From an optimization exercise on the open Yosys and OpenROAD flow, aimed at small area and a short achievable clock period; shortcuts taken in it are not production practice.
At most, simulation tests tie the RTL to the original design; equivalence was not proved.
Only the layout flow was run in run 6; the RTL was not checked for function there.
No activity file was given, so power comes from the tool's default toggle rates.

`flow/config.mk`:
```
export PLATFORM = sky130hd
export DESIGN_NAME = csv_record_parse_and_hash
export DESIGN_NICKNAME = csv_record_parse_and_hash
export VERILOG_FILES = /design/flow/design.v
export SDC_FILE = /design/flow/constraint.sdc
export NUM_CORES = 4
export LEC_CHECK = 0
export CAP_MARGIN = 20
export CORE_MARGIN = 2
export CORE_UTILIZATION = 60
export CTS_BUF_LIST = sky130_fd_sc_hd__clkbuf_4 sky130_fd_sc_hd__clkbuf_8
export PLACE_DENSITY = 0.75
export SETUP_SLACK_MARGIN = 2.0
export SLEW_MARGIN = 20
export TNS_END_PERCENT = 10
```
`flow/constraint.sdc`:
```
create_clock -name core_clock -period 5.5 [get_ports {clk}]
set_input_delay 1.1000 -clock core_clock [delete_from_list [all_inputs] [get_ports {clk}]]
set_output_delay 1.1000 -clock core_clock [all_outputs]
set_load 0.01 [all_outputs]
```
`flow/design.v`:
```
package crph_pkg;
  localparam int NUM_BUCKETS_DEF = 400;
  localparam logic [1:0] STATUS_CITY   = 2'd0;
  localparam logic [1:0] STATUS_ACCEPT = 2'd1;
  localparam logic [1:0] STATUS_ERROR  = 2'd2;
  localparam logic [7:0] CH_ZERO  = 8'h30;
  localparam logic [7:0] CH_NINE  = 8'h39;
  localparam logic [7:0] CH_COMMA = 8'h2C;
  localparam logic [7:0] CH_QUOTE = 8'h22;
  localparam logic [7:0] CH_PAREN = 8'h28;
  localparam logic [19:0] RANK_MAX = 20'hFFFFF;
  localparam logic [31:0] POP_MAX  = 32'hFFFFFFFF;
  localparam logic [9:0]  LEN_MAX  = 10'd1023;
  typedef struct packed {
    logic [1:0]  status;
    logic [7:0]  city_byte;
    logic [19:0] rank;
    logic [31:0] population;
    logic [9:0]  city_length;
    logic [8:0]  index_by_length;
    logic [8:0]  index_by_sum;
    logic [8:0]  index_by_product;
  } result_t;
  function automatic int idx_width(input int ts);
    if (ts > 1) idx_width = $clog2(ts);
    else idx_width = 1;
  endfunction
endpackage
`default_nettype none
module csv_record_parse_and_hash #(
  parameter int NUM_BUCKETS = crph_pkg::NUM_BUCKETS_DEF
) (
  input  logic         clk,
  input  logic         rst_n,
  input  logic         in_tvalid,
  output logic         in_tready,
  input  logic [7:0]   in_tdata,    
  input  logic         in_tlast,    
  output logic         out_tvalid,
  input  logic         out_tready,
  output logic [103:0] out_tdata,   
  output logic [1:0]   out_tuser    
);
  localparam logic [2:0] S_START      = 3'd0;
  localparam logic [2:0] S_RANK       = 3'd1;
  localparam logic [2:0] S_OPEN_CITY  = 3'd2;
  localparam logic [2:0] S_CITY       = 3'd3;
  localparam logic [2:0] S_AFTER_CITY = 3'd4;
  localparam logic [2:0] S_POP_OPEN   = 3'd5;
  localparam logic [2:0] S_POP        = 3'd6;
  localparam logic [2:0] S_SKIP       = 3'd7;
  logic        skid_v;           
  logic [7:0]  skid_b;
  logic        skid_l;
  logic        out_v;            
  logic        out_acc;          
  logic        out_err;          
  logic        out_gp;           
  logic        out_gc;           
  logic [19:0] q_rank;           
  logic        q_rsat;           
  logic [31:0] q_pop;
  logic        q_psat;           
  logic [2:0]  state;
  logic [19:0] rank;             
  logic        rank_sat;
  logic [15:0] acc_lo;
  logic [15:0] acc_hi;
  logic [3:0]  acc_c;            
  logic        acc_hp;           
  logic        acc_sat;          
  logic [9:0]  len;
  logic [8:0]  sum;
  logic [8:0]  px;               
  logic        cb_r;             
  logic        p2_r;             
  logic        p3_r;             
  logic        cpend;            
  logic       ob_free;
  logic [7:0] b;
  logic       last;
  logic       bv;
  logic       is_digit, is_comma, is_quote, is_paren;
  logic [3:0] digit;
  logic [2:0] state_nxt;
  logic       emit;
  logic       acc_word;
  logic       city_word;
  logic       commit;
  assign ob_free = !out_v || out_tready;
  assign b       = skid_v ? skid_b : in_tdata;
  assign last    = skid_v ? skid_l : in_tlast;
  assign bv      = skid_v || in_tvalid;
  assign is_digit = (b[7:4] == 4'h3) && (b[3:0] <= 4'd9);
  assign is_comma = (b == crph_pkg::CH_COMMA);
  assign is_quote = (b == crph_pkg::CH_QUOTE);
  assign is_paren = (b == crph_pkg::CH_PAREN);
  assign digit    = b[3:0];
  always_comb begin
    state_nxt = S_SKIP;
    emit      = 1'b1;
    acc_word  = 1'b0;
    city_word = 1'b0;
    unique case (state)
      S_START: if (is_digit) begin
        state_nxt = S_RANK; emit = 1'b0;
      end
      S_RANK: if (is_digit) begin
        state_nxt = S_RANK; emit = 1'b0;
      end else if (is_comma) begin
        state_nxt = S_OPEN_CITY; emit = 1'b0;
      end
      S_OPEN_CITY: if (is_quote) begin
        state_nxt = S_CITY; emit = 1'b0;
      end
      S_CITY: if (is_quote) begin
        state_nxt = S_AFTER_CITY; emit = 1'b0;
      end else begin
        state_nxt = S_CITY; city_word = 1'b1;
      end
      S_AFTER_CITY: if (is_comma) begin
        state_nxt = S_POP_OPEN; emit = 1'b0;
      end
      S_POP_OPEN: if (is_quote) begin
        state_nxt = S_POP; emit = 1'b0;
      end else if (is_paren) begin
        acc_word = 1'b1;
      end
      S_POP: if (is_digit || is_comma) begin
        state_nxt = S_POP; emit = 1'b0;
      end else if (is_quote) begin
        acc_word = 1'b1;
      end
      default: emit = 1'b0;
    endcase
    if (last) begin
      state_nxt = S_START;
      if (state != S_SKIP) begin
        emit      = 1'b1;
        city_word = 1'b0;
      end
    end
  end
  assign commit = bv && (ob_free || !emit);
  always_ff @(posedge clk) begin
    if (!rst_n) begin
      skid_v <= 1'b0;
      out_v  <= 1'b0;
      state  <= S_START;
    end else begin
      skid_v <= bv && emit && !ob_free;
      if (ob_free) out_v <= bv && emit;
      if (commit) state <= state_nxt;
    end
  end
  logic        acc_clr;          
  logic        acc_step;         
  logic        acc_aux;          
  logic [19:0] lo_mul;
  logic [19:0] hi_mul;
  logic [15:0] hi_eff;
  logic        sat_eff;
  assign acc_clr  = !rst_n || (commit && (last || state == S_POP_OPEN));
  assign acc_step = commit && is_digit && (state == S_START || state == S_RANK || state == S_POP);
  assign acc_aux  = (state == S_CITY) || (state == S_AFTER_CITY);
  logic [19:0] lo_x10, lo_x10p;
  logic [4:0]  lo_low;
  assign lo_x10   = (20'(acc_lo) << 3) + (20'(acc_lo) << 1);
  assign lo_x10p  = (20'(acc_lo) << 3) + (20'(acc_lo) << 1) + 20'd16;
  assign lo_low   = {1'b0, lo_x10[3:0]} + {1'b0, digit};
  assign lo_mul   = {lo_low[4] ? lo_x10p[19:4] : lo_x10[19:4], lo_low[3:0]};
  assign hi_mul   = (20'(acc_hi) << 3) + (20'(acc_hi) << 1) + 20'(acc_c);
  assign hi_eff   = acc_hp ? hi_mul[15:0] : acc_hi;
  assign sat_eff  = acc_sat || (acc_hp && hi_mul[19:16] != 4'd0);
  logic [7:0] cbyte;
  logic [4:0] c_h;
  logic [4:0] c25;
  logic [5:0] c_t;
  logic [6:0] c_t25, c_t50;
  always_comb begin
    unique case (cbyte[7:5])
      3'd0: c_h = 5'd0;
      3'd1: c_h = 5'd7;
      3'd2: c_h = 5'd14;
      3'd3: c_h = 5'd21;
      3'd4: c_h = 5'd3;
      3'd5: c_h = 5'd10;
      3'd6: c_h = 5'd17;
      default: c_h = 5'd24;
    endcase
  end
  assign cbyte = q_rank[7:0];
  assign c_t   = 6'(cbyte[4:0]) + 6'(c_h);
  assign c_t25 = {1'b0, c_t} - 7'd25;
  assign c_t50 = {1'b0, c_t} - 7'd50;
  assign c25   = !c_t50[6] ? c_t50[4:0] : !c_t25[6] ? c_t25[4:0] : c_t[4:0];
  logic [3:0] a16, b16, p_r16;
  logic [4:0] a25, b25;
  logic [5:0] sq_s, sq_d;
  logic [4:0] sq_fs, sq_fd, r16_h;
  logic [6:0] k_t;
  logic [6:0] k_t25, k_t50;
  logic [4:0] k;
  assign a16   = px[8:5];
  assign a25   = px[4:0];
  assign b16   = acc_lo[8:5];
  assign b25   = acc_lo[4:0];
  assign sq_s  = 6'(a25) + 6'(b25);
  assign sq_d  = 6'(a25) - 6'(b25);
  assign p_r16 = acc_lo[13:10];
  assign sq_fs[0] = (sq_s[0] && !sq_s[1] && !sq_s[2] && !sq_s[3]) ||
      (sq_s[1] && !sq_s[2] && sq_s[3] && sq_s[4]) ||
      (sq_s[0] && sq_s[2] && !sq_s[3] && sq_s[4]) ||
      (!sq_s[0] && sq_s[1] && sq_s[2] && sq_s[5]) ||
      (!sq_s[1] && sq_s[2] && sq_s[3] && !sq_s[4] && !sq_s[5]) ||
      (!sq_s[0] && !sq_s[1] && !sq_s[2] && sq_s[3] && !sq_s[5]) ||
      (sq_s[4] && sq_s[5]) ||
      (sq_s[0] && !sq_s[1] && !sq_s[3] && sq_s[5]) ||
      (sq_s[0] && !sq_s[1] && sq_s[2] && sq_s[4]) ||
      (!sq_s[0] && sq_s[1] && sq_s[3] && sq_s[5]) ||
      (!sq_s[0] && !sq_s[1] && sq_s[2] && !sq_s[4] && !sq_s[5]) ||
      (!sq_s[0] && sq_s[1] && !sq_s[2] && !sq_s[3] && !sq_s[4] && !sq_s[5]);
  assign sq_fs[1] = (!sq_s[1] && sq_s[2] && sq_s[3] && sq_s[4]) ||
      (sq_s[1] && sq_s[2] && sq_s[3] && sq_s[5]) ||
      (sq_s[1] && sq_s[2] && !sq_s[3] && sq_s[4]) ||
      (sq_s[0] && sq_s[1] && !sq_s[2] && !sq_s[4] && !sq_s[5]) ||
      (!sq_s[0] && !sq_s[1] && sq_s[2] && !sq_s[3] && !sq_s[4]) ||
      (sq_s[4] && sq_s[5]) ||
      (sq_s[0] && sq_s[1] && sq_s[2] && sq_s[5]) ||
      (sq_s[0] && sq_s[2] && !sq_s[3] && sq_s[4]) ||
      (sq_s[1] && !sq_s[2] && !sq_s[3] && !sq_s[4] && !sq_s[5]) ||
      (sq_s[0] && sq_s[1] && !sq_s[2] && sq_s[3] && !sq_s[5]) ||
      (!sq_s[0] && sq_s[1] && sq_s[2] && sq_s[3] && !sq_s[4]);
  assign sq_fs[2] = (sq_s[2] && !sq_s[3] && sq_s[5]) ||
      (sq_s[0] && sq_s[1] && !sq_s[2] && !sq_s[4] && !sq_s[5]) ||
      (!sq_s[1] && sq_s[2] && sq_s[3] && !sq_s[4] && !sq_s[5]) ||
      (sq_s[0] && !sq_s[1] && !sq_s[2] && sq_s[3] && !sq_s[4]) ||
      (!sq_s[0] && sq_s[1] && !sq_s[3] && sq_s[5]) ||
      (sq_s[0] && sq_s[1] && sq_s[2] && sq_s[5]) ||
      (!sq_s[0] && !sq_s[1] && sq_s[2] && sq_s[3] && !sq_s[5]) ||
      (!sq_s[0] && sq_s[1] && sq_s[2] && !sq_s[3] && sq_s[4]) ||
      (!sq_s[0] && sq_s[2] && sq_s[3] && !sq_s[4] && !sq_s[5]) ||
      (!sq_s[0] && !sq_s[1] && !sq_s[2] && !sq_s[3] && sq_s[4] && !sq_s[5]);
  assign sq_fs[3] = (sq_s[0] && sq_s[1] && sq_s[4]) ||
      (!sq_s[0] && !sq_s[1] && sq_s[2] && sq_s[5]) ||
      (!sq_s[0] && !sq_s[2] && sq_s[3] && sq_s[4]) ||
      (!sq_s[0] && sq_s[1] && !sq_s[3] && !sq_s[4] && !sq_s[5]) ||
      (sq_s[4] && sq_s[5]) ||
      (sq_s[0] && sq_s[1] && !sq_s[2] && sq_s[3] && !sq_s[5]) ||
      (!sq_s[0] && sq_s[1] && sq_s[2] && !sq_s[4] && !sq_s[5]) ||
      (sq_s[0] && sq_s[1] && sq_s[2] && !sq_s[3] && sq_s[5]) ||
      (sq_s[0] && !sq_s[1] && !sq_s[2] && !sq_s[3] && !sq_s[4] && !sq_s[5]);
  assign sq_fs[4] = (sq_s[0] && !sq_s[1] && sq_s[2] && sq_s[4]) ||
      (!sq_s[0] && sq_s[1] && sq_s[2] && sq_s[5]) ||
      (sq_s[1] && !sq_s[2] && !sq_s[3] && sq_s[4]) ||
      (!sq_s[1] && sq_s[2] && sq_s[3] && !sq_s[4] && !sq_s[5]) ||
      (sq_s[1] && sq_s[2] && !sq_s[3] && !sq_s[4] && !sq_s[5]) ||
      (!sq_s[0] && sq_s[2] && sq_s[3] && sq_s[5]) ||
      (sq_s[0] && sq_s[2] && sq_s[3] && sq_s[4]) ||
      (sq_s[0] && !sq_s[1] && sq_s[2] && !sq_s[3] && sq_s[5]) ||
      (!sq_s[0] && sq_s[2] && !sq_s[3] && !sq_s[4] && !sq_s[5]) ||
      (sq_s[0] && sq_s[1] && !sq_s[2] && sq_s[3] && sq_s[5]) ||
      (!sq_s[0] && !sq_s[1] && !sq_s[2] && !sq_s[3] && !sq_s[4] && sq_s[5]);
  assign sq_fd[0] = (!sq_d[0] && !sq_d[1] && !sq_d[2] && sq_d[3]) ||
      (sq_d[0] && sq_d[2] && sq_d[4] && !sq_d[5]) ||
      (sq_d[0] && !sq_d[2] && !sq_d[4] && sq_d[5]) ||
      (!sq_d[1] && sq_d[2] && sq_d[3] && !sq_d[5]) ||
      (sq_d[1] && sq_d[2] && sq_d[3] && sq_d[4]) ||
      (!sq_d[0] && !sq_d[1] && sq_d[2] && sq_d[4] && sq_d[5]) ||
      (sq_d[0] && !sq_d[1] && !sq_d[2] && !sq_d[3] && !sq_d[5]) ||
      (sq_d[0] && sq_d[1] && !sq_d[4] && sq_d[5]) ||
      (!sq_d[0] && !sq_d[1] && sq_d[2] && !sq_d[3] && !sq_d[4]) ||
      (sq_d[0] && sq_d[1] && !sq_d[2] && !sq_d[3] && sq_d[5]) ||
      (!sq_d[0] && sq_d[1] && !sq_d[2] && !sq_d[3] && !sq_d[4]);
  assign sq_fd[1] = (sq_d[0] && !sq_d[1] && sq_d[2] && sq_d[4]) ||
      (sq_d[0] && sq_d[1] && !sq_d[2] && !sq_d[4]) ||
      (sq_d[1] && sq_d[2] && sq_d[4] && !sq_d[5]) ||
      (!sq_d[0] && sq_d[2] && sq_d[3] && sq_d[4]) ||
      (sq_d[1] && !sq_d[2] && !sq_d[3] && !sq_d[4]) ||
      (sq_d[0] && !sq_d[2] && !sq_d[4] && sq_d[5]) ||
      (sq_d[1] && !sq_d[2] && !sq_d[4] && sq_d[5]) ||
      (!sq_d[0] && !sq_d[1] && sq_d[2] && !sq_d[3] && !sq_d[4]) ||
      (!sq_d[0] && sq_d[1] && !sq_d[2] && !sq_d[3] && sq_d[5]) ||
      (!sq_d[0] && sq_d[1] && sq_d[2] && sq_d[3] && !sq_d[5]);
  assign sq_fd[2] = (!sq_d[0] && !sq_d[1] && !sq_d[3] && sq_d[5]) ||
      (sq_d[0] && sq_d[2] && !sq_d[3] && sq_d[5]) ||
      (sq_d[0] && !sq_d[1] && sq_d[3] && !sq_d[5]) ||
      (sq_d[1] && !sq_d[2] && !sq_d[3] && sq_d[5]) ||
      (!sq_d[0] && sq_d[2] && sq_d[3] && !sq_d[5]) ||
      (sq_d[0] && sq_d[1] && !sq_d[2] && !sq_d[4] && !sq_d[5]) ||
      (!sq_d[0] && sq_d[1] && sq_d[2] && sq_d[4] && !sq_d[5]) ||
      (!sq_d[0] && !sq_d[1] && !sq_d[2] && !sq_d[3] && sq_d[4]) ||
      (sq_d[0] && !sq_d[1] && sq_d[2] && sq_d[3] && sq_d[4]) ||
      (!sq_d[0] && sq_d[1] && !sq_d[2] && !sq_d[4] && sq_d[5]);
  assign sq_fd[3] = (sq_d[1] && sq_d[2] && sq_d[3] && sq_d[4]) ||
      (!sq_d[0] && sq_d[1] && !sq_d[3] && !sq_d[4]) ||
      (sq_d[0] && !sq_d[1] && !sq_d[4] && sq_d[5]) ||
      (sq_d[0] && sq_d[1] && sq_d[4] && !sq_d[5]) ||
      (!sq_d[0] && sq_d[1] && !sq_d[2] && sq_d[4] && sq_d[5]) ||
      (sq_d[3] && sq_d[4] && !sq_d[5]) ||
      (!sq_d[1] && !sq_d[2] && !sq_d[4] && sq_d[5]) ||
      (sq_d[0] && !sq_d[1] && sq_d[2] && !sq_d[3] && sq_d[5]) ||
      (sq_d[0] && sq_d[1] && !sq_d[2] && sq_d[3] && !sq_d[5]) ||
      (!sq_d[0] && sq_d[1] && sq_d[2] && !sq_d[4] && !sq_d[5]) ||
      (sq_d[0] && !sq_d[1] && !sq_d[2] && !sq_d[3] && !sq_d[4]);
  assign sq_fd[4] = (sq_d[1] && sq_d[2] && !sq_d[3] && !sq_d[4]) ||
      (sq_d[1] && !sq_d[2] && sq_d[4] && !sq_d[5]) ||
      (!sq_d[1] && sq_d[2] && sq_d[3] && !sq_d[5]) ||
      (!sq_d[0] && !sq_d[1] && sq_d[2] && sq_d[4] && sq_d[5]) ||
      (!sq_d[0] && sq_d[2] && !sq_d[3] && !sq_d[4]) ||
      (sq_d[0] && !sq_d[1] && !sq_d[2] && sq_d[3] && sq_d[4]) ||
      (sq_d[0] && sq_d[1] && !sq_d[2] && !sq_d[3] && sq_d[5]) ||
      (sq_d[0] && !sq_d[1] && sq_d[2] && sq_d[4] && !sq_d[5]) ||
      (sq_d[0] && sq_d[1] && !sq_d[2] && !sq_d[4] && sq_d[5]) ||
      (!sq_d[0] && sq_d[1] && !sq_d[2] && sq_d[3] && sq_d[4]) ||
      (sq_d[0] && !sq_d[1] && sq_d[2] && sq_d[3] && !sq_d[4]) ||
      (!sq_d[0] && sq_d[1] && sq_d[2] && !sq_d[4] && sq_d[5]);
  assign r16_h[0] = (!p_r16[0] && !p_r16[1] && p_r16[3]) ||
      (!p_r16[1] && p_r16[2] && !p_r16[3]) ||
      (p_r16[0] && p_r16[1] && p_r16[3]) ||
      (p_r16[0] && !p_r16[1] && !p_r16[3]);
  assign r16_h[1] = (p_r16[0] && p_r16[2] && p_r16[3]) ||
      (!p_r16[0] && !p_r16[1] && p_r16[2]) ||
      (!p_r16[0] && p_r16[1] && !p_r16[2]) ||
      (p_r16[0] && p_r16[1] && p_r16[2]) ||
      (p_r16[0] && !p_r16[1] && !p_r16[2] && !p_r16[3]);
  assign r16_h[2] = (!p_r16[0] && p_r16[2] && p_r16[3]) ||
      (p_r16[0] && p_r16[1] && p_r16[3]) ||
      (!p_r16[0] && !p_r16[1] && p_r16[3]) ||
      (p_r16[0] && !p_r16[1] && p_r16[2] && !p_r16[3]) ||
      (!p_r16[0] && p_r16[1] && !p_r16[2] && !p_r16[3]);
  assign r16_h[3] = (p_r16[0] && !p_r16[2] && !p_r16[3]) ||
      (!p_r16[1] && !p_r16[2] && p_r16[3]) ||
      (!p_r16[0] && !p_r16[2] && p_r16[3]) ||
      (p_r16[0] && p_r16[1] && p_r16[2] && p_r16[3]);
  assign r16_h[4] = (!p_r16[0] && p_r16[1] && !p_r16[3]) ||
      (p_r16[0] && !p_r16[2] && p_r16[3]) ||
      (!p_r16[0] && p_r16[2] && !p_r16[3]) ||
      (p_r16[0] && !p_r16[1] && p_r16[3]);
  assign k_t   = 7'(acc_lo[9:5]) - 7'(acc_lo[4:0]) - 7'(r16_h);
  assign k_t25 = k_t + 7'd25;
  assign k_t50 = k_t + 7'd50;
  assign k     = !k_t[6] ? k_t[4:0] : !k_t25[6] ? k_t25[4:0] : k_t50[4:0];
  always_ff @(posedge clk) begin
    acc_hp <= acc_step && !acc_clr;
    if (acc_step && !acc_clr) begin
      acc_lo <= lo_mul[15:0];
      acc_c  <= lo_mul[19:16];
    end else if (acc_clr) begin
      acc_lo <= '0;
    end else if (acc_aux && p2_r) begin
      acc_lo[13:0] <= {4'(a16 * b16), sq_fs, sq_fd};
    end else if (acc_aux && cb_r && !cpend && len == 10'd1) begin
      acc_lo[8:0] <= {cbyte[3:0], c25};
    end
    if (acc_clr) begin
      acc_hi  <= '0;
      acc_sat <= 1'b0;
    end else begin
      acc_hi  <= hi_eff;
      acc_sat <= sat_eff;
    end
    if (state == S_RANK) begin
      rank     <= {hi_eff[3:0], acc_lo};
      rank_sat <= sat_eff || hi_eff[15:4] != 12'd0;
    end
  end
  logic [9:0] sum_add;
  logic [6:0] sum_sub;           
  assign sum_add = 10'(cpend ? 9'd0 : sum) + 10'(cbyte);
  assign sum_sub = {1'b0, sum_add[9:4]} - 7'd25;
  always_ff @(posedge clk) begin
    cb_r <= commit && state == S_CITY && !is_quote;
    p2_r <= cb_r && !cpend && len == 10'd1;
    p3_r <= p2_r;
    if (commit && state == S_OPEN_CITY) begin
      cpend <= 1'b1;
    end else if (cb_r) begin
      cpend <= 1'b0;
    end
    if (cb_r) begin
      if (cpend) len <= 10'd1;
      else if (len != crph_pkg::LEN_MAX) len <= len + 10'd1;
      sum <= sum_sub[6] ? sum_add[8:0] : {sum_sub[4:0], sum_add[3:0]};
    end
    if (cb_r && cpend) begin
      px <= {cbyte[3:0], c25};
    end else if (p3_r) begin
      px <= {p_r16, k};
    end
  end
  always_ff @(posedge clk) begin
    skid_b <= b;
    skid_l <= last;
    if (ob_free) begin
      out_acc <= acc_word;
      out_err <= !acc_word && !city_word;
      out_gp  <= acc_word && (state == S_POP);
      out_gc  <= acc_word && !cpend;
      q_rank  <= {rank[19:8], (state == S_CITY) ? b : rank[7:0]};
      q_rsat  <= rank_sat;
      q_pop   <= {hi_eff, acc_lo};
      q_psat  <= sat_eff;
    end
  end
  logic [5:0] len_m800;           
  logic [6:0] len_m400;           
  logic [8:0] len_idx;
  assign len_m800 = {1'b0, len[9:5]} - 6'd25;
  assign len_m400 = {1'b0, len[9:4]} - 7'd25;
  assign len_idx  = !len_m800[5] ? {len_m800[3:0], len[4:0]} :
                    !len_m400[6] ? {len_m400[4:0], len[3:0]} : len[8:0];
  logic [8:0] prod_idx;
  assign prod_idx = (len[9:1] == 9'd0) ? 9'd0 : {px[4:0], px[8:5]};
  logic out_city;
  assign out_city = !out_acc && !out_err;
  assign in_tready  = !skid_v;
  assign out_tvalid = out_v;
  assign out_tuser  = {out_err, out_acc};
  assign out_tdata  = {7'd0,
                       prod_idx    & {9{out_gc}},
                       sum         & {9{out_gc}},
                       len_idx     & {9{out_gc}},
                       len         & {10{out_gc}},
                       (q_pop  | {32{q_psat}}) & {32{out_gp}},
                       (q_rank | {20{q_rsat}}) & {20{out_acc}},
                       q_rank[7:0] & {8{out_city}}};
endmodule
`default_nettype wire
```
`flow/flow/run.sh`:
```
#!/bin/bash
# The standard layout (standard.sh), with the port buffers made of the smallest
# plain buffer instead of the resizer's default choice. Every input and output
# port still gets its own buffer.
set -euo pipefail
export BUFFER_PORTS_ARGS="-buffer_cell sky130_fd_sc_hd__buf_1"
bash standard.sh > standard_flow.log 2>&1
```
`flow/standard.sh`:
```
#!/bin/bash
# synth_recipe.tcl (not shown) runs the flow's synth.tcl, then flattens the netlist and writes it again
# the make line also repeats each setting of config.mk as NAME=value (left out here)
make -C /OpenROAD-flow-scripts/flow DESIGN_CONFIG=/design/flow/config.mk WORK_HOME=/design/flow/orfs CLKGATE_MAP_FILE= SYNTH_SCRIPT=/design/flow/synth_recipe.tcl "${@:-finish}"
```
==> results of run 1 <==
[synthesized netlist by cell type, drive strengths merged, types with 6 or more instances]
master / count / area, µm²
a2111oi: 7 / 80.1
a211o: 7 / 61.3
a211oi: 11 / 82.6
a21o: 27 / 203
a21oi: 61 / 305
a221oi: 6 / 52.6
a31oi: 22 / 138
and2: 45 / 282
and3: 10 / 62.6
buf: 22 / 140
clkbuf: 46 / 173
dfxtp: 36 / 721
edfxtp: 127 / 3810
fa: 10 / 200
ha: 103 / 1290
inv: 63 / 239
mux2: 16 / 180
mux2i: 15 / 150
nand2: 74 / 278
nand2b: 10 / 62.6
nand3: 23 / 115
nand4: 13 / 81.3
nor2: 96 / 360
nor2b: 35 / 219
nor3: 29 / 145
o211ai: 10 / 75.1
o21a: 64 / 488
o21ai: 74 / 374
o21bai: 9 / 67.6
o22ai: 13 / 81.3
o31ai: 8 / 60.1
o32ai: 8 / 88.8
or3: 9 / 56.3
xnor2: 48 / 420
xor2: 35 / 307
[per-stage QoR]
step / power, mW / util, % / instances
after floorplan: 3.09 / - / 1288
after global placement: 3.47 / 63.6 / 1610
after detailed placement: 3.51 / 63.6 / 1610
after CTS: 4.44 / 66.8 / 1660
after global routing: 4.79 / 67.7 / 1670
final: 4.52 / 67.7 / 1670
[final cells by class]
type,count,area [µm²],area share (%)
multi-input cells,994,7410,54.4
flip-flops and latches,163,4540,33.3
repair buffers,148,687,5.05
well taps,270,338,2.48
inverters,63,243,1.78
clock buffers,17,234,1.72
clock inverters,15,165,1.21
[worst paths after layout]
kind         startpoint          to  slack (ps)  depth (start not counted)
min            rank[10]  q_rank[10]         430                          0
max           acc_lo[1]    acc_c[3]        1980                         10
max reg2reg   acc_lo[1]    acc_c[3]        1980                         10
min reg2reg    rank[10]  q_rank[10]         430                          0
[kinds of logic (layout without fill, tap and decap cells)]
family                   Yosys count  in the layout  synth area share (%)
AO/OA/AOI/OAI                    389            389                  22.2
AND/OR/NAND/NOR                  371            371                  15.5
flip-flops                       163            163                  37.0
buffers and inverters            131            243                  4.51
adder cells (fa/ha/maj)          113            113                  12.2
XOR/XNOR                          83             83                  5.94
multiplexers                      31             31                  2.70
other                              1              7                0.0306
[routing by layer]
metal | global-route usage (%) | vias up | share of wire, %
li1 | - | 4964 | -
met1 | 41.4 | 4890 | 44
met2 | 45.0 | 433 | 46
met3 | 4.47 | 55 | 7.7
met4 | 7.67 | 0 | 2.2
met5 | 0 | - | 0
[layout by cell type (no fill, tap or decap), types with 7 or more instances in the layout]
cell type,n
and2_1,45
nand2_1,74
conb_1,7
clkbuf_8,17
fa_1,10
edfxtp_1,127
nor3_1,29
o22ai_1,13
nand4_1,13
o21a_1,63
xor2_1,32
xnor2_1,45
o211ai_1,10
inv_1,59
or3_1,9
mux2_2,16
and3_1,10
dfxtp_1,35
a21o_1,27
a31oi_1,19
mux2i_1,15
o21bai_1,9
a211o_1,7
a21oi_1,59
nand3_1,23
o21ai_0,68
nand2b_1,9
buf_1,113
o32ai_1,7
ha_1,102
a211oi_1,8
o31ai_1,8
nor2_1,94
nor2b_1,34
buf_4,35
[repair_timing]
action                     CTS  global route
setup buffers               18            10
setup endpoints to repair   73            80
gates resized for setup     17            23
pin swaps                    0             4
[power by group through the flow]
stage               Clock (mW)  Sequential, mW  Combinational [mW]
CTS                      0.877            1.54                2.02
detailed placement           0            1.59                1.92
global placement             0            1.59                1.88
global route             0.924            1.55                2.32
finish                   0.869            1.54                2.11
floorplan                    0            1.53                1.56
[registers in the layout, indices dropped and copies added (netlist names), 3 cells and up]
signal / flops
len: 10
q_pop: 32
acc_lo: 16
px: 9
state: 3
rank: 20
acc_c: 4
skid_b: 8
q_rank: 20
sum: 9
acc_hi: 16
==> results.sh, run 1 <==
export IMPL_grt_use_total_pct=28.6
export IMPL_clockBufferDepth=2
export IMPL_crit_path_top_delay_cell="or4_4"
export IMPL_finalHoldViolations=0
export IMPL_fillers=1666
export IMPL_dieArea_um2=21600
export IMPL_cts_root_buffer="clkbuf_8"
export IMPL_netlist_area_um2=12200
export IMPL_io_pins=121
export IMPL_rsz0062_at_grt="yes"
export IMPL_maxSlewViolCount=0
export IMPL_h_tree_depth=4
export IMPL_path_cells="buf_4, buf_4, ha_1, a211o_1, a211oi_2, o22ai_1, or4_4, nor4b_4, and3_1, a41o_1"
export IMPL_outcome="complete, no violations"
export IMPL_viasPerCell=6.19
export IMPL_netSwitchingPower_mw=1.86
export IMPL_stdcell_area_um2=13600
export IMPL_drive_above_1_share_pct=9.50
export IMPL_tightest_slew_ps=933
export IMPL_p_int_mw=2.66
export IMPL_worstPathRequired_ps=5840
export IMPL_grt_pass1_vias=9432
export IMPL_setup_ws_ps=1980
export IMPL_cp_num_buf_inv=2
export IMPL_cts_buffers_inserted=17
export IMPL_drc=0
export IMPL_grt_overflow=0
export IMPL_cts_sinks=163
export IMPL_vias=10300
export IMPL_synth_flop_cell="edfxtp_1"
export IMPL_die_x_um=147
export IMPL_cp_top_family="simple AND/OR/NAND/NOR gates"
export IMPL_skew_ps=15.9
export IMPL_grt_max_degree=61
export IMPL_core_um2=20100
export IMPL_max_freq_mhz=284
export IMPL_dp_slack_ps=1290
export IMPL_ys_types=82
export IMPL_antenna_cells=0
export IMPL_critPathKind="register to register"
export IMPL_rows=52
export IMPL_clock_latency_ps=470
export IMPL_p_leak_nw=5.47
export IMPL_relSlewSlack_pct=37.7
export IMPL_dp_hpwl_um=22300
export IMPL_pwr_share_comb_pct=46.6
export IMPL_clk_pin_slew_worst_paths_ps=100
export IMPL_setup_viol=0
export IMPL_grt_pass1_wl_um=49300
export IMPL_wl_um=31100
export IMPL_endpoint_kind="register"
export IMPL_switching_share_pct=41.1
export IMPL_ys_seq_elements=163
export IMPL_cp_start_kind="register"
export IMPL_synth_edff_count=127
export IMPL_wire_per_inst_um=18.6
export IMPL_yosysSeqAreaShare_pct=37.0
export IMPL_async_reset_ff_share_pct=0
export IMPL_cts_tree="built"
export IMPL_place_congestion=0.968
export IMPL_synthCells=1282
export IMPL_synth_warnings=1
export IMPL_maxCapViolCount=0
export IMPL_nets=1513
export IMPL_powerDensity_nw_per_um2=332
export IMPL_die_h_um=147
export IMPL_drt_pass1_iter_count=6
export IMPL_cpPeakStageDelay_ps=630
export IMPL_vdd_drop_max_v=0.000405
export IMPL_hp_class="register to register"
export IMPL_p_clk_share_pct=19.2
export IMPL_final_antenna_net_count=0
export IMPL_io_buffers=113
export IMPL_period_needed_ps=3520
export IMPL_fin_hold_ws_ps=428
export IMPL_crit_top_cell="buf_4"
export IMPL_syn_to_final_growth_pct=11.1
export IMPL_initial_utilization_pct=60.9
export IMPL_syn_avg_cell_area_um2=9.55
export IMPL_crit_fanout=6
export IMPL_place_area_um2=12800
export IMPL_seqPwrFrac_pct=34.2
export IMPL_fin_crit_sh_pct=64.0
export IMPL_arrival_ps=3860
export IMPL_drt_iter0_drc=1034
export IMPL_hold_buffers=0
export IMPL_grt_antenna_before_repair=0
export IMPL_fin_tns_setup_ps=0
==> run 2, diff against run 1 <==
--- a/flow/config.mk
+++ b/flow/config.mk
@@ -6,4 +6,5 @@
 export NUM_CORES = 4
 export LEC_CHECK = 0
+export ABC_AREA = 1
 export CAP_MARGIN = 20
 export CORE_MARGIN = 2
==> results.sh, run 2 <==
export IMPL_fin_crit_sh_pct=62.7
export IMPL_h_tree_depth=4
export IMPL_clockBufferDepth=2
export IMPL_ys_seq_elements=163
export IMPL_powerDensity_nw_per_um2=407
export IMPL_vdd_drop_max_v=0.000678
export IMPL_endpoint_kind="output pin"
export IMPL_p_int_mw=3.05
export IMPL_grt_antenna_before_repair=0
export IMPL_drc=0
export IMPL_fin_tns_setup_ps=0
export IMPL_grt_pass1_vias=10800
export IMPL_synth_top_cell_by_area="edfxtp_1"
export IMPL_seqPwrFrac_pct=29.4
export IMPL_critPathKind="register to output pin"
export IMPL_antenna_cells=0
export IMPL_crit_fanout=8
export IMPL_dp_hpwl_um=25500
export IMPL_final_cell_mix="nand2_1, nor2_1, inv_1"
export IMPL_finalHoldViolations=0
export IMPL_pwr_share_comb_pct=54.1
export IMPL_vias=12200
export IMPL_maxCapViolCount=0
export IMPL_io_pins=121
export IMPL_tightest_slew_ps=1070
export IMPL_cts_root_buffer="clkbuf_8"
export IMPL_rows=53
export IMPL_async_reset_ff_share_pct=0
export IMPL_synthCells=1805
export IMPL_period_needed_ps=3450
export IMPL_hold_buffers=0
export IMPL_switching_share_pct=46.6
export IMPL_synth_top_cell_area_share_pct=29.5
export IMPL_maxSlewViolCount=0
export IMPL_io_buffers=113
export IMPL_outcome="complete, no violations"
export IMPL_nets=2034
export IMPL_synth_edff_count=127
export IMPL_cp_start_kind="register"
export IMPL_synth_warnings=1
export IMPL_final_antenna_net_count=0
export IMPL_die_x_um=151
export IMPL_core_um2=21100
export IMPL_place_congestion=0.941
export IMPL_worstPathRequired_ps=4400
export IMPL_p_clk_share_pct=16.5
export IMPL_arrival_ps=2350
export IMPL_hp_class="register to register"
export IMPL_netlist_area_um2=12900
export IMPL_synthTopCellsByArea="edfxtp_1, nand2_1, ha_1, nor2_1, inv_1"
export IMPL_top_regs="q_pop x32, q_rank x20, rank x20"
export IMPL_fin_hold_ws_ps=372
export IMPL_max_freq_mhz=290
export IMPL_dieArea_um2=22700
export IMPL_wl_um=33300
export IMPL_viasPerCell=5.54
export IMPL_grt_max_degree=60
export IMPL_clk_pin_slew_worst_paths_ps=100
export IMPL_p_leak_nw=6.90
export IMPL_cts_buffers_inserted=17
export IMPL_rsz0062_at_grt="yes"
export IMPL_clock_latency_ps=460
export IMPL_drive_above_1_share_pct=4.63
export IMPL_syn_to_final_growth_pct=8.42
export IMPL_wire_per_inst_um=15.2
export IMPL_yosysMostFrequentCell="nand2_1"
export IMPL_largest_register="q_pop"
export IMPL_cts_tree="built"
export IMPL_relSlewSlack_pct=28.6
export IMPL_grt_pass1_wl_um=52500
export IMPL_largest_register_ff_count=32
export IMPL_syn_avg_cell_area_um2=7.16
export IMPL_grt_use_total_pct=29.1
export IMPL_synth_flop_cell="edfxtp_1"
export IMPL_skew_ps=16.3
export IMPL_setup_viol=0
export IMPL_initial_utilization_pct=61.3
export IMPL_ys_types=52
export IMPL_cts_sinks=163
export IMPL_drt_pass1_iter_count=6
export IMPL_grt_overflow=0
export IMPL_final_common_cell="nand2_1"
export IMPL_yosysSeqAreaShare_pct=35.1
export IMPL_die_h_um=151
export IMPL_drt_iter0_drc=939
export IMPL_synthTopCellsByCount="nand2_1, nor2_1, inv_1"
export IMPL_netSwitchingPower_mw=2.66
run 2: cell types whose count changed after synthesis, moves of 37 or more:
cell,change
nor2_1,+180
nand2_1,+383
nand3_1,+110
inv_1,+179
o21a_1,-55
and2_1,-44
a21oi_1,+37
run 2: worst max-delay path, stage by stage, from the launching register on:
cell and delay (ps):
edfxtp_1 370, inv_1 140, ha_1 260, o21ai_2 160, inv_1 80, o21ai_2 180, nand2_1 120, o22ai_1 150
o21ai_0 90, a21oi_1 150, buf_1 170
run 2: worst paths after layout:
path                from             to  slack (ps)  depth (start not counted)
setup / recovery  len[5]  out_tdata[77]        2050                         10
hold / removal      p2_r           p3_r         370                          0
setup reg to reg  skid_v      acc_lo[5]        2130                         15
hold reg to reg     p2_r           p3_r         370                          0
run 2: what timing repair did:
item | CTS | global route
gates resized for setup | 3 | 5
setup buffers | 2 | 11
endpoints found under the hold margin | 0 | 0
setup endpoints to repair | 4 | 24
run 2: cells by family after synthesis:
kind of cell	count (synthesis)	share of synthesized area, %
muxes	1	0.0775
DFF	163	35.1
buffers and inverters	298	9.29
xor gates and xnor gates	44	2.98
and+or+nand+nor	957	31.3
AOI/OAI and AO/OA	228	9.67
other	1	0.0290
adders and majority gates	113	11.5
run 2: through the flow:
step | cells | instance area, µm² | worst slack [ps] | utilization [%] | total power [mW]
after floorplan | 1811 | 12900 | 2410 | - | 4.02
after global placement | 2151 | 13500 | 1740 | 63.9 | 4.65
after detailed placement | 2151 | 13500 | 1790 | 63.9 | 4.68
after CTS | 2185 | 13900 | 2010 | 66.0 | 5.61
after global routing | 2196 | 14000 | 1800 | 66.4 | 6.20
final | 2196 | 14000 | 2050 | 66.4 | 5.71
run 2: power groups by stage:
stage	registers (mW)	clock network, mW	logic, mW
2_1_floorplan	1.63	0	2.38
3_3_place_gp	1.72	0	2.93
3_5_place_dp	1.72	0	2.96
4_1_cts	1.69	0.934	2.98
5_1_grt	1.69	0.984	3.52
6_report	1.68	0.941	3.09
run 2: final cells by class:
cell class | count | area [µm²]
sequential | 163 | 4540
timing repair buffer | 130 | 552
inverter | 246 | 923
fill | 1913 | 7080
multi-input combinational | 1350 | 7240
clock inverter | 14 | 174
clock buffer | 18 | 241
tap | 275 | 344
run 2: routing by layer:
layer / vias up / share of wire [%] / global-route usage [%] / wire (µm)
met5: - / 0 / 0 / 0
met4: 0 / 1.5 / 7.29 / 492
met3: 37 / 6.2 / 3.97 / 2070
met2: 437 / 46 / 46.5 / 15200
met1: 5598 / 47 / 42.0 / 15500
li1: 6100 / - / - / -
==> run 3, diff against run 2 <==
--- a/flow/config.mk
+++ b/flow/config.mk
@@ -12,5 +12,5 @@
 export CTS_BUF_LIST = sky130_fd_sc_hd__clkbuf_4 sky130_fd_sc_hd__clkbuf_8
 export PLACE_DENSITY = 0.75
-export SETUP_SLACK_MARGIN = 2.0
+export SETUP_SLACK_MARGIN = 2.4
 export SLEW_MARGIN = 20
 export TNS_END_PERCENT = 10
==> results.sh, run 3 <==
export IMPL_synth_top_cell_area_share_pct=29.5
export IMPL_drc=0
export IMPL_vias=12400
export IMPL_io_pins=121
export IMPL_viasPerCell=5.56
export IMPL_initial_utilization_pct=61.3
export IMPL_critPathKind="register to output pin"
export IMPL_synth_edff_count=127
export IMPL_synthCells=1805
export IMPL_ys_seq_elements=163
export IMPL_fin_crit_sh_pct=60.3
export IMPL_worstPathRequired_ps=4400
export IMPL_rsz0062_at_grt="yes"
export IMPL_period_needed_ps=3320
export IMPL_synth_warnings=1
export IMPL_die_x_um=151
export IMPL_grt_pass1_wl_um=53300
export IMPL_synthMuxAreaShare_pct=0.0775
export IMPL_top_regs="q_pop x32, q_rank x20, rank x20"
export IMPL_drt_iter0_drc=1105
export IMPL_synth_flop_cell="edfxtp_1"
export IMPL_stdcell_area_um2=14500
export IMPL_cp_start_kind="register"
export IMPL_setup_viol=0
export IMPL_hold_buffers=0
export IMPL_cts_root_buffer="clkbuf_8"
export IMPL_rr_worst_depth=18
export IMPL_wire_per_inst_um=15.6
export IMPL_largest_register="q_pop"
export IMPL_fin_tns_setup_ps=0
export IMPL_synthTopCellsByCount="nand2_1, nor2_1, inv_1"
export IMPL_finalHoldViolations=0
export IMPL_timing_rr_end="px[3]"
export IMPL_largest_register_ff_count=32
export IMPL_rows=53
export IMPL_synthAdderAreaFrac_pct=11.5
export IMPL_hp_class="register to register"
export IMPL_grt_pass1_vias=11000
export IMPL_startpoint="len[6]"
export IMPL_endpoint_kind="output pin"
export IMPL_powerDensity_nw_per_um2=404
export IMPL_antenna_cells=0
export IMPL_wl_um=34700
export IMPL_cts_buffers_inserted=17
export IMPL_grt_max_degree=60
export IMPL_ys_types=52
export IMPL_cts_sinks=163
export IMPL_syn_to_final_growth_pct=12.1
export IMPL_dp_hpwl_um=25500
export IMPL_synthTopCellsByArea="edfxtp_1, nand2_1, ha_1, nor2_1, inv_1"
export IMPL_cts_tree="built"
export IMPL_netlist_area_um2=12900
export IMPL_relSlewSlack_pct=27.9
export IMPL_synth_top_cell_by_area="edfxtp_1"
export IMPL_p_leak_nw=7.12
export IMPL_h_tree_depth=4
export IMPL_final_common_cell="nand2_1"
export IMPL_synth_xor_area_share_pct=2.98
export IMPL_crit_fanout=5
export IMPL_io_buffers=113
export IMPL_synth_simple_gate_area_share_pct=31.3
export IMPL_grt_overflow=0
export IMPL_place_congestion=0.941
export IMPL_die_h_um=151
export IMPL_arrival_ps=2220
export IMPL_yosysMostFrequentCell="nand2_1"
export IMPL_skew_ps=19.1
export IMPL_outcome="complete, no violations"
export IMPL_tightest_slew_ps=1080
export IMPL_clock_latency_ps=460
export IMPL_yosysSeqAreaShare_pct=35.1
export IMPL_max_freq_mhz=301
export IMPL_core_um2=21100
export IMPL_grt_use_total_pct=29.6
export IMPL_maxSlewViolCount=0
export IMPL_synth_top_family_by_area="simple AND/OR/NAND/NOR gates"
export IMPL_grt_antenna_before_repair=0
export IMPL_final_cell_mix="nand2_1, nor2_1, inv_1"
export IMPL_final_antenna_net_count=0
export IMPL_total_power_mw=5.86
export IMPL_r2r_start="acc_lo[10]"
export IMPL_drt_pass1_iter_count=5
export IMPL_drive_above_1_share_pct=9.01
export IMPL_place_area_um2=13500
export IMPL_r2r_slack_ps=2320
export IMPL_clk_pin_slew_worst_paths_ps=90
export IMPL_clockBufferDepth=2
export IMPL_crit_end="out_tdata[88]"
export IMPL_nets=2067
export IMPL_maxCapViolCount=0
export IMPL_fin_util_pct=68.7
export IMPL_synth_compound_area_share_pct=9.67
export IMPL_vdd_drop_max_v=0.000615
export IMPL_dieArea_um2=22700
export IMPL_syn_avg_cell_area_um2=7.16
export IMPL_async_reset_ff_share_pct=0
run 3: worst min path at each step:
| stage | endpoint | cells past startpoint | slack, ps | start |
|---|---|---|---|---|
| floorplan | p3_r | 0 | 330 | p2_r |
| global placement | p3_r | 0 | 340 | p2_r |
| detailed placement | p3_r | 0 | 340 | p2_r |
| CTS | p3_r | 0 | 360 | p2_r |
| global route | p3_r | 0 | 370 | p2_r |
| finish | p3_r | 0 | 360 | p2_r |
run 3: cell families (layout without fill, tap and decap cells):
logic type | Yosys count | in the layout
AND/OR/NAND/NOR | 957 | 957
buffers and inverters | 298 | 441
AO/OA/AOI/OAI | 228 | 228
flip-flops | 163 | 163
adder cells (fa/ha/maj) | 113 | 113
XOR/XNOR | 44 | 44
other | 1 | 7
multiplexers | 1 | 1
run 3: cell type report:
cell class | count | area (µm²)
Multi-Input combinational cell | 1350 | 7420
Timing Repair Buffer | 163 | 842
Clock buffer | 18 | 241
Sequential cell | 163 | 4540
Clock inverter | 14 | 174
Tap cell | 275 | 344
Inverter | 246 | 931
Fill cell | 1843 | 6600
run 3: per-stage QoR:
stage | setup slack, ps | instances | hold slack (ps)
after floorplan | 2410 | 1811 | 331
after global routing | 2120 | 2229 | 372
final | 2180 | 2229 | 361
after global placement | 1740 | 2151 | 336
after CTS | 2170 | 2205 | 362
after detailed placement | 1790 | 2151 | 343
run 3: report_power, final:
part           leakage, nW  internal, mW  switching [mW]
Combinational         5.33          1.14            2.12
Sequential            1.59          1.54           0.125
Clock                0.204         0.460           0.475
Total                 7.12          3.14            2.72
run 3: critical path: stages, from the launching register on:
cell and delay [ps]:
edfxtp_1 480, inv_2 150, ha_4 170, nand3_4 80, o41ai_4 370, buf_6 190
buf_12 140, nor2_4 40, buf_2 130
run 3: metal layers:
layer  up-vias  track usage, %  routed length (µm)
met5         -               0                   0
met4         0            7.48                 569
met3        47            4.06                2560
met2       505            47.4               16000
met1      5682            42.5               15600
li1       6160               -                   -
run 3: timing repair:
action | CTS | global route
pin swaps | 6 | 12
gates resized for setup | 19 | 67
buffers inserted | 22 | 23
cloned | 0 | 1
setup endpoints to repair | 52 | 96
==> run 4, diff against run 3 <==
--- a/flow/config.mk
+++ b/flow/config.mk
@@ -9,8 +9,8 @@
 export CAP_MARGIN = 20
 export CORE_MARGIN = 2
-export CORE_UTILIZATION = 60
+export CORE_UTILIZATION = 75
 export CTS_BUF_LIST = sky130_fd_sc_hd__clkbuf_4 sky130_fd_sc_hd__clkbuf_8
-export PLACE_DENSITY = 0.75
-export SETUP_SLACK_MARGIN = 2.4
+export PLACE_DENSITY = 0.85
+export SETUP_SLACK_MARGIN = 2.0
 export SLEW_MARGIN = 20
 export TNS_END_PERCENT = 10
==> results.sh, run 4 <==
export IMPL_powerDensity_nw_per_um2=415
export IMPL_synthCells=1805
export IMPL_synth_edff_count=127
export IMPL_synth_compound_area_share_pct=9.67
export IMPL_drt_pass1_iter_count=6
export IMPL_drive_above_1_share_pct=5.09
export IMPL_total_power_mw=5.83
export IMPL_dp_slack_ps=1920
export IMPL_fillers=1014
export IMPL_synth_simple_gate_area_share_pct=31.3
export IMPL_clock_latency_ps=500
export IMPL_synth_warnings=1
export IMPL_clockBufferDepth=2
export IMPL_dieArea_um2=18300
export IMPL_endpoint_kind="output pin"
export IMPL_cp_start_kind="register"
export IMPL_outcome="complete, no violations"
export IMPL_fin_crit_sh_pct=62.8
export IMPL_syn_avg_cell_area_um2=7.16
export IMPL_crit_path_top_delay_cell="edfxtp_1"
export IMPL_rsz0062_at_grt="yes"
export IMPL_relSlewSlack_pct=19.5
export IMPL_core_um2=16700
export IMPL_grt_antenna_before_repair=0
export IMPL_hold_buffers=0
export IMPL_place_inst=2094
export IMPL_synthTopCellsByArea="edfxtp_1, nand2_1, ha_1, nor2_1, inv_1"
export IMPL_p_leak_nw=6.95
export IMPL_final_antenna_net_count=0
export IMPL_viasPerCell=6.15
export IMPL_cpPeakStageDelay_ps=410
export IMPL_fin_hold_ws_ps=378
export IMPL_wire_per_inst_um=17.2
export IMPL_fin_tns_setup_ps=0
export IMPL_period_needed_ps=3460
export IMPL_final_common_cell="nand2_1"
export IMPL_netlist_area_um2=12900
export IMPL_arrival_ps=2360
export IMPL_h_tree_depth=4
export IMPL_r2r_start="acc_lo[1]"
export IMPL_dp_hpwl_um=25700
export IMPL_hp_class="register to register"
export IMPL_yosysSeqAreaShare_pct=35.1
export IMPL_vdd_drop_max_v=0.000850
export IMPL_cts_buffers_inserted=17
export IMPL_grt_max_degree=60
export IMPL_synth_xor_area_share_pct=2.98
export IMPL_maxCapViolCount=0
export IMPL_synth_top_cell_area_share_pct=29.5
export IMPL_drc=0
export IMPL_synth_top_cell_by_area="edfxtp_1"
export IMPL_timing_rr_end="px[0]"
export IMPL_die_x_um=135
export IMPL_worstPathRequired_ps=4400
export IMPL_synthTopCellsByCount="nand2_1, nor2_1, inv_1"
export IMPL_synth_flop_cell="edfxtp_1"
export IMPL_rr_worst_depth=15
export IMPL_die_h_um=135
export IMPL_initial_utilization_pct=77.4
export IMPL_final_cell_mix="nand2_1, nor2_1, inv_1"
export IMPL_cts_sinks=163
export IMPL_crit_fanout=4
export IMPL_largest_register="q_pop"
export IMPL_io_buffers=113
export IMPL_grt_pass1_wl_um=56500
export IMPL_grt_use_total_pct=39.0
export IMPL_tightest_slew_ps=1210
export IMPL_critPathKind="register to output pin"
export IMPL_vias=13200
export IMPL_largest_register_ff_count=32
export IMPL_ys_seq_elements=163
export IMPL_startpoint="len[4]"
export IMPL_cts_root_buffer="clkbuf_8"
export IMPL_finalHoldViolations=0
export IMPL_place_congestion=0.991
export IMPL_wl_um=37000
export IMPL_top_regs="q_pop x32, q_rank x20, rank x20"
export IMPL_synthMuxAreaShare_pct=0.0775
export IMPL_setup_viol=0
export IMPL_hold_depth=0
export IMPL_yosysMostFrequentCell="nand2_1"
export IMPL_finalNonFillerCells=2148
export IMPL_r2r_slack_ps=2090
export IMPL_max_freq_mhz=289
export IMPL_hold_start="p2_r"
export IMPL_synth_top_family_by_area="simple AND/OR/NAND/NOR gates"
export IMPL_ys_types=52
export IMPL_nets=2040
export IMPL_syn_to_final_growth_pct=8.67
export IMPL_setup_ws_ps=2040
export IMPL_drt_iter0_drc=1960
export IMPL_io_pins=121
export IMPL_hold_path_end="p3_r"
export IMPL_grt_overflow=0
export IMPL_maxSlewViolCount=0
export IMPL_async_reset_ff_share_pct=0
export IMPL_synthAdderAreaFrac_pct=11.5
export IMPL_rows=47
export IMPL_cts_tree="built"
export IMPL_clk_pin_slew_worst_paths_ps=100
export IMPL_grt_pass1_vias=11800
export IMPL_skew_ps=15.6
export IMPL_path_cells="inv_1, ha_2, o21ai_2, inv_1, o21ai_2, nand2_1, o22ai_1, o21ai_0, a21oi_1, buf_1"
-- run 4: worst max path at each step --
stage / to / slack, ps / depth (start not counted)
floorplan: acc_lo[0] / 2410 / 13
global placement: acc_lo[2] / 2060 / 16
detailed placement: acc_lo[14] / 1920 / 17
CTS: out_tdata[77] / 1970 / 10
global route: out_tdata[77] / 1810 / 10
finish: out_tdata[77] / 2040 / 10
-- run 4: cells by family after synthesis --
kind of cell,count (synthesis)
buf+inv,298
xor+xnor,44
fa+ha+maj,113
compound gates,228
mux,1
flops,163
simple gates,957
other cells,1
-- run 4: through the flow --
stage	util, %	instance area, µm²
2_1_floorplan	-	12900
3_3_place_gp	80.2	13400
3_5_place_dp	80.2	13400
4_1_cts	83.0	13900
5_1_grt	84.1	14000
6_report	84.1	14000
-- run 4: cell type report --
type / count / area, µm² / area share [%]
multi-input cells: 1350 / 7250 / 51.6
flip-flops and latches: 163 / 4540 / 32.3
inverters: 246 / 923 / 6.58
repair buffers: 136 / 627 / 4.46
well taps: 220 / 275 / 1.96
clock buffers: 17 / 234 / 1.67
clock inverters: 15 / 193 / 1.37
diodes: 1 / 2.50 / 0.0178
-- run 4: critical path: cells and delay by family (launching register included) --
family	cells	cell delay, ps
fa+ha+maj	1	220
buf+inv	3	350
flops	1	410
compound gates	5	760
simple gates	1	110
-- run 4: timing repair --
| action | 4_1_cts | 5_1_grt |
|---|---|---|
| gates resized for setup | 2 | 9 |
| pin swaps | 1 | 1 |
| buffers inserted | 3 | 17 |
| setup endpoints to repair | 14 | 35 |
-- run 4: power breakdown --
part           total [mW]  internal, mW  switching [mW]  leakage (nW)
logic                3.17          1.06            2.11          5.16
clock network       0.968         0.461           0.507         0.208
registers            1.69          1.54           0.153          1.59
-- run 4: routing by layer --
metal	global-route usage [%]	part of all wire, %
met5	0	0
met4	21.6	5.5
met3	7.56	11
met2	64.0	47
met1	48.7	36
==> run 5, diff against run 4 <==
--- a/flow/config.mk
+++ b/flow/config.mk
@@ -9,8 +9,8 @@
 export CAP_MARGIN = 20
 export CORE_MARGIN = 2
-export CORE_UTILIZATION = 75
+export CORE_UTILIZATION = 60
 export CTS_BUF_LIST = sky130_fd_sc_hd__clkbuf_4 sky130_fd_sc_hd__clkbuf_8
-export PLACE_DENSITY = 0.85
-export SETUP_SLACK_MARGIN = 2.0
+export PLACE_DENSITY = 0.75
+export SETUP_SLACK_MARGIN = 2.2
 export SLEW_MARGIN = 20
 export TNS_END_PERCENT = 10
==> results.sh, run 5 <==
export IMPL_setup_viol=0
export IMPL_cts_tree="built"
export IMPL_dieArea_um2=22700
export IMPL_ys_seq_elements=163
export IMPL_dp_hpwl_um=25500
export IMPL_cts_sinks=163
export IMPL_synth_edff_count=127
export IMPL_hold_start="p2_r"
export IMPL_outcome="complete, no violations"
export IMPL_final_common_cell="nand2_1"
export IMPL_initial_utilization_pct=61.3
export IMPL_wire_per_inst_um=15.1
export IMPL_rsz0062_at_grt="yes"
export IMPL_powerDensity_nw_per_um2=408
export IMPL_fin_tns_setup_ps=0
export IMPL_grt_overflow=0
export IMPL_clockBufferDepth=2
export IMPL_path_cells="inv_1, ha_1, nand3_1, o41ai_2, buf_4, nor2_1, buf_1"
export IMPL_hold_path_end="p3_r"
export IMPL_io_buffers=113
export IMPL_r2r_slack_ps=2290
export IMPL_netlist_area_um2=12900
export IMPL_maxSlewViolCount=0
export IMPL_place_congestion=0.941
export IMPL_grt_max_degree=60
export IMPL_grt_use_total_pct=29.2
export IMPL_grt_antenna_before_repair=0
export IMPL_fin_crit_sh_pct=59.7
export IMPL_cpPeakStageDelay_ps=470
export IMPL_hold_buffers=0
export IMPL_nets=2045
export IMPL_timing_rr_end="px[3]"
export IMPL_die_x_um=151
export IMPL_rr_worst_depth=17
export IMPL_drc=0
export IMPL_top_regs="q_pop x32, q_rank x20, rank x20"
export IMPL_relSlewSlack_pct=27.9
export IMPL_drive_above_1_share_pct=6.16
export IMPL_endpoint_kind="output pin"
export IMPL_period_needed_ps=3280
export IMPL_viasPerCell=5.50
export IMPL_cp_top_family="buffers and inverters"
export IMPL_synth_flop_cell="edfxtp_1"
export IMPL_syn_to_final_growth_pct=9.51
export IMPL_die_h_um=151
export IMPL_syn_avg_cell_area_um2=7.16
export IMPL_p_leak_nw=6.97
export IMPL_grt_pass1_wl_um=52500
export IMPL_r2r_start="acc_lo[10]"
export IMPL_largest_register="q_pop"
export IMPL_place_inst=2151
export IMPL_h_tree_depth=4
export IMPL_yosysMostFrequentCell="nand2_1"
export IMPL_fin_util_pct=67.1
export IMPL_hp_class="register to register"
export IMPL_maxCapViolCount=0
export IMPL_drt_iter0_drc=968
export IMPL_vias=12100
export IMPL_cp_num_buf_inv=3
export IMPL_max_freq_mhz=305
export IMPL_ys_types=52
export IMPL_clk_pin_slew_worst_paths_ps=90
export IMPL_crit_path_top_delay_cell="edfxtp_1"
export IMPL_hold_depth=0
export IMPL_finalNonFillerCells=2207
export IMPL_synthTopCellsByCount="nand2_1, nor2_1, inv_1"
export IMPL_cp_start_kind="register"
export IMPL_clock_latency_ps=460
export IMPL_skew_ps=16.5
export IMPL_worstPathRequired_ps=4400
export IMPL_core_um2=21100
export IMPL_arrival_ps=2180
export IMPL_finalHoldViolations=0
export IMPL_rows=53
export IMPL_crit_fanout=9
export IMPL_critPathKind="register to output pin"
export IMPL_tightest_slew_ps=1080
export IMPL_cts_buffers_inserted=17
export IMPL_grt_pass1_vias=10800
export IMPL_fin_hold_ws_ps=371
export IMPL_synth_top_cell_area_share_pct=29.5
export IMPL_synth_top_cell_by_area="edfxtp_1"
export IMPL_yosysSeqAreaShare_pct=35.1
export IMPL_io_pins=121
export IMPL_vdd_drop_max_v=0.000706
export IMPL_final_antenna_net_count=0
export IMPL_largest_register_ff_count=32
export IMPL_antenna_cells=0
export IMPL_async_reset_ff_share_pct=0
export IMPL_drt_pass1_iter_count=5
export IMPL_synthTopCellsByArea="edfxtp_1, nand2_1, ha_1, nor2_1, inv_1"
export IMPL_wl_um=33400
export IMPL_final_cell_mix="nand2_1, nor2_1, inv_1"
export IMPL_cts_root_buffer="clkbuf_8"
export IMPL_synthCells=1805
export IMPL_synth_warnings=1
run 5: kinds of logic after synthesis:
group | after synthesis | synth area share (%)
other | 1 | 0.0290
AOI/OAI and AO/OA | 228 | 9.67
xor gates and xnor gates | 44 | 2.98
muxes | 1 | 0.0775
and+or+nand+nor | 957 | 31.3
buffers and inverters | 298 | 9.29
adders and majority gates | 113 | 11.5
DFF | 163 | 35.1
run 5: worst max path at each step:
stage	start	endpoint	slack [ps]	cells past startpoint
global placement	in_tdata[2]	acc_lo[8]	1740	16
CTS	len[5]	out_tdata[77]	2150	10
detailed placement	in_tdata[2]	acc_lo[8]	1790	16
global route	acc_lo[10]	px[3]	2070	20
floorplan	state[0]	acc_lo[0]	2410	13
finish	len[6]	out_tdata[88]	2220	7
run 5: what timing repair did:
action | in CTS | in global routing
buffers inserted | 3 | 21
pin swaps | 0 | 5
gates resized for setup | 7 | 24
endpoints found under the hold margin | 0 | 0
setup endpoints to repair | 25 | 57
run 5: layout make-up:
| cell class | count | area (µm²) |
|---|---|---|
| sequential | 163 | 4540 |
| clock inverter | 14 | 174 |
| inverter | 246 | 931 |
| multi-input combinational | 1350 | 7290 |
| fill | 1893 | 6940 |
| timing repair buffer | 141 | 636 |
| clock buffer | 18 | 241 |
| tap | 275 | 344 |
run 5: per-layer routing:
metal	vias to the layer above	track usage, %	share of wire, %
met2	431	46.5	45
li1	6125	-	-
met4	0	7.29	1.6
met1	5543	42.0	46
met3	48	3.97	6.7
met5	-	0	0
run 5: worst register-to-register path: cells and delay by family (launching register included):
kind	cells	cell delay (ps)
AND/OR/NAND/NOR	11	1140
adder cells (fa/ha/maj)	3	990
flip-flops	1	510
buffers and inverters	2	210
AO/OA/AOI/OAI	1	110
run 5: report_power, final:
group          switching [mW]  internal [mW]  total [mW]
sequential              0.142           1.54        1.68
clock                   0.475          0.459       0.934
combinational            2.07           1.08        3.15
run 5: stage by stage:
stage          power [mW]  setup slack (ps)  area (µm²)
5_1_grt              6.27              2070       14100
6_report             5.77              2220       14100
2_1_floorplan        4.02              2410       12900
3_3_place_gp         4.65              1740       13500
4_1_cts              5.62              2150       13900
3_5_place_dp         4.68              1790       13500
==> run 6, diff against run 5 <==
--- a/flow/design.v
+++ b/flow/design.v
@@ -58,4 +58,5 @@
   logic        out_gp;           
   logic        out_gc;           
+  logic        out_gx;           
   logic [19:0] q_rank;           
   logic        q_rsat;           
@@ -172,5 +173,5 @@
   assign hi_mul   = (20'(acc_hi) << 3) + (20'(acc_hi) << 1) + 20'(acc_c);
   assign hi_eff   = acc_hp ? hi_mul[15:0] : acc_hi;
-  assign sat_eff  = acc_sat || (acc_hp && hi_mul[19:16] != 4'd0);
+  assign sat_eff  = acc_sat || (acc_hp && (acc_hi > 16'd6553 || (acc_hi == 16'd6553 && acc_c >= 4'd6)));
   logic [7:0] cbyte;
   logic [4:0] c_h;
@@ -363,5 +364,6 @@
     if (state == S_RANK) begin
       rank     <= {hi_eff[3:0], acc_lo};
-      rank_sat <= sat_eff || hi_eff[15:4] != 12'd0;
+      rank_sat <= sat_eff || (acc_hp ? (acc_hi >= 16'd2 || (acc_hi == 16'd1 && acc_c >= 4'd6))
+                                     : acc_hi >= 16'd16);
     end
   end
@@ -398,4 +400,5 @@
       out_gp  <= acc_word && (state == S_POP);
       out_gc  <= acc_word && !cpend;
+      out_gx  <= acc_word && !cpend && len[9:1] != 9'd0;
       q_rank  <= {rank[19:8], (state == S_CITY) ? b : rank[7:0]};
       q_rsat  <= rank_sat;
@@ -412,5 +415,5 @@
                     !len_m400[6] ? {len_m400[4:0], len[3:0]} : len[8:0];
   logic [8:0] prod_idx;
-  assign prod_idx = (len[9:1] == 9'd0) ? 9'd0 : {px[4:0], px[8:5]};
+  assign prod_idx = {px[4:0], px[8:5]};
   logic out_city;
   assign out_city = !out_acc && !out_err;
@@ -419,5 +422,5 @@
   assign out_tuser  = {out_err, out_acc};
   assign out_tdata  = {7'd0,
-                       prod_idx    & {9{out_gc}},
+                       prod_idx    & {9{out_gx}},
                        sum         & {9{out_gc}},
                        len_idx     & {9{out_gc}},
--- a/flow/config.mk
+++ b/flow/config.mk
@@ -12,5 +12,5 @@
 export CTS_BUF_LIST = sky130_fd_sc_hd__clkbuf_4 sky130_fd_sc_hd__clkbuf_8
 export PLACE_DENSITY = 0.75
-export SETUP_SLACK_MARGIN = 2.2
+export SETUP_SLACK_MARGIN = 2.4
 export SLEW_MARGIN = 20
 export TNS_END_PERCENT = 10
==> results.sh, run 6 <==
export IMPL_outcome="complete, no violations"
export IMPL_ys_types=50
export IMPL_path_cells="inv_2, ha_4, o21ai_4, inv_2, o21ai_4, buf_4, nand2_1, nand2_1, a221oi_1, buf_2"
export IMPL_fin_util_pct=69.2
export IMPL_synth_warnings=1
export IMPL_fin_hold_ws_ps=365
export IMPL_p_clk_share_pct=15.0
export IMPL_hold_buffers=0
export IMPL_fin_tns_setup_ps=0
export IMPL_cpPeakStageDelay_ps=440
export IMPL_drc=0
export IMPL_maxCapViolCount=0
export IMPL_grt_max_degree=62
export IMPL_skew_ps=24.1
export IMPL_grt_overflow=0
export IMPL_rows=53
export IMPL_relSlewSlack_pct=35.8
export IMPL_grt_antenna_before_repair=0
export IMPL_startpoint="len[4]"
export IMPL_hold_start="p2_r"
export IMPL_place_inst=2140
export IMPL_synth_top_cell_area_share_pct=29.7
export IMPL_p_leak_nw=7.08
export IMPL_period_needed_ps=3200
export IMPL_viasPerCell=5.54
export IMPL_total_power_mw=6.12
export IMPL_cp_num_buf_inv=4
export IMPL_rsz0062_at_grt="yes"
export IMPL_cts_buffers_inserted=17
export IMPL_dieArea_um2=22800
export IMPL_endpoint_kind="output pin"
export IMPL_syn_to_final_growth_pct=12.8
export IMPL_drive_above_1_share_pct=9.64
export IMPL_final_common_cell="nand2_1"
export IMPL_maxSlewViolCount=0
export IMPL_cts_tree="built"
export IMPL_seqPwrFrac_pct=27.2
export IMPL_cp_top_family="buffers and inverters"
export IMPL_final_cell_mix="nand2_1, inv_1, nor2_1"
export IMPL_cts_sinks=164
export IMPL_synthTopCellsByArea="edfxtp_1, nand2_1, ha_1, inv_1, nor2_1"
export IMPL_r2r_start="acc_lo[4]"
export IMPL_io_pins=121
export IMPL_synth_edff_count=128
export IMPL_vias=12300
export IMPL_arrival_ps=2100
export IMPL_finalNonFillerCells=2215
export IMPL_ys_seq_elements=164
export IMPL_crit_fanout=3
export IMPL_final_antenna_net_count=0
export IMPL_grt_use_total_pct=29.5
export IMPL_finalHoldViolations=0
export IMPL_max_freq_mhz=312
export IMPL_clk_pin_slew_worst_paths_ps=120
export IMPL_hp_class="register to register"
export IMPL_io_buffers=113
export IMPL_die_h_um=151
export IMPL_pwr_share_comb_pct=57.8
export IMPL_h_tree_depth=4
export IMPL_syn_avg_cell_area_um2=7.20
export IMPL_grt_pass1_wl_um=52700
export IMPL_place_congestion=0.916
export IMPL_vdd_drop_max_v=0.000753
export IMPL_async_reset_ff_share_pct=0
export IMPL_synth_top_cell_by_area="edfxtp_1"
export IMPL_synth_flop_cell="edfxtp_1"
export IMPL_clock_latency_ps=480
export IMPL_fin_crit_sh_pct=58.2
export IMPL_yosysMostFrequentCell="nand2_1"
export IMPL_tightest_slew_ps=961
export IMPL_drt_iter0_drc=886
## run 6: cells by family (layout without fill, tap and decap cells)
| logic type | Yosys count | count (layout) | share of synthesized area, % |
|---|---|---|---|
| AOI/OAI and AO/OA | 223 | 223 | 9.31 |
| xor gates and xnor gates | 48 | 48 | 3.25 |
| adders and majority gates | 108 | 108 | 11.0 |
| buffers and inverters | 321 | 458 | 10.1 |
| DFF | 164 | 164 | 35.3 |
| other | 1 | 7 | 0.0290 |
| and+or+nand+nor | 931 | 932 | 31.0 |
## run 6: final timing paths
path | end | slack (ps) | cells after the start
max | out_tdata[76] | 2300 | 10
min | p3_r | 360 | 0
max reg2reg | acc_lo[6] | 2360 | 12
min reg2reg | p3_r | 360 | 0
## run 6: routing by layer
layer | global-route usage (%) | part of all wire (%)
met2 | 49.2 | 47
met5 | 0 | 0
met1 | 40.2 | 44
met3 | 4.16 | 6.6
met4 | 8.32 | 2.4
## run 6: stage by stage
stage,setup slack [ps],area (µm²)
3_5_place_dp,1690,13500
6_report,2300,14600
4_1_cts,2300,14100
3_3_place_gp,1780,13500
5_1_grt,2170,14600
2_1_floorplan,2470,13000
## run 6: what timing repair did
action	in CTS	in global routing
cloned	0	1
endpoints found under the hold margin	0	0
pin swaps	4	20
buffers inserted	21	20
gates resized for setup	18	75
endpoints found under the setup margin	55	73
## run 6: final cells by class
cell class | instances | area (µm²)
inverters | 267 | 1010
clock inverters | 15 | 199
clock buffers | 17 | 234
repair buffers | 159 | 801
multi-input cells | 1318 | 7440
well taps | 275 | 344
fillers | 1795 | 6500
flip-flops and latches | 164 | 4570
## run 6: worst reg2reg max path, stage by stage (launching register included)
cell and delay [ps]:
edfxtp_1 590, inv_1 140, ha_1 430, inv_1 140
a21oi_1 180, nand3_1 420, nand2_1 270, a21boi_0 200
nand3_1 130, nor2_1 110, nor2_1 80, nand4_1 130
nand2_1 70
## run 6: power by group through the flow
stage	clock network [mW]	logic, mW	registers [mW]
floorplan	0	2.35	1.64
global placement	0	2.90	1.72
detailed placement	0	2.94	1.72
CTS	0.921	3.03	1.66
global route	0.968	3.95	1.68
finish	0.918	3.54	1.66

==> port drivers added, routing unchanged <==
The flow's constraints put no driver on any port. The routed layouts listed below were extracted and timed again, unchanged, in two steps. Step 1: set_driving_cell puts a clkbuf_16 on clk and a buf_2 on each other input, an assumption about the parent block. Step 2 also shifts input and output timing later by t, the mid clock arrival at the registers, as if the neighbouring blocks saw the same clock. Three values: ideal ports, drivers, drivers and shift; two values: the first two.
run	t, ns	setup slack, ns
run 1	0.508	1.978 / 1.965 / 1.495
run 2	0.499	2.053 / 2.010 / 1.693
run 3	0.497	2.182 / 2.139 / 2.008
run 4	0.532	2.043 / 2.005 / 1.731
run 5	0.496	2.217 / 2.174 / 2.016
run 6	0.514	2.299 / 2.256 / 1.959
After both steps setup and hold are still met in every run listed.
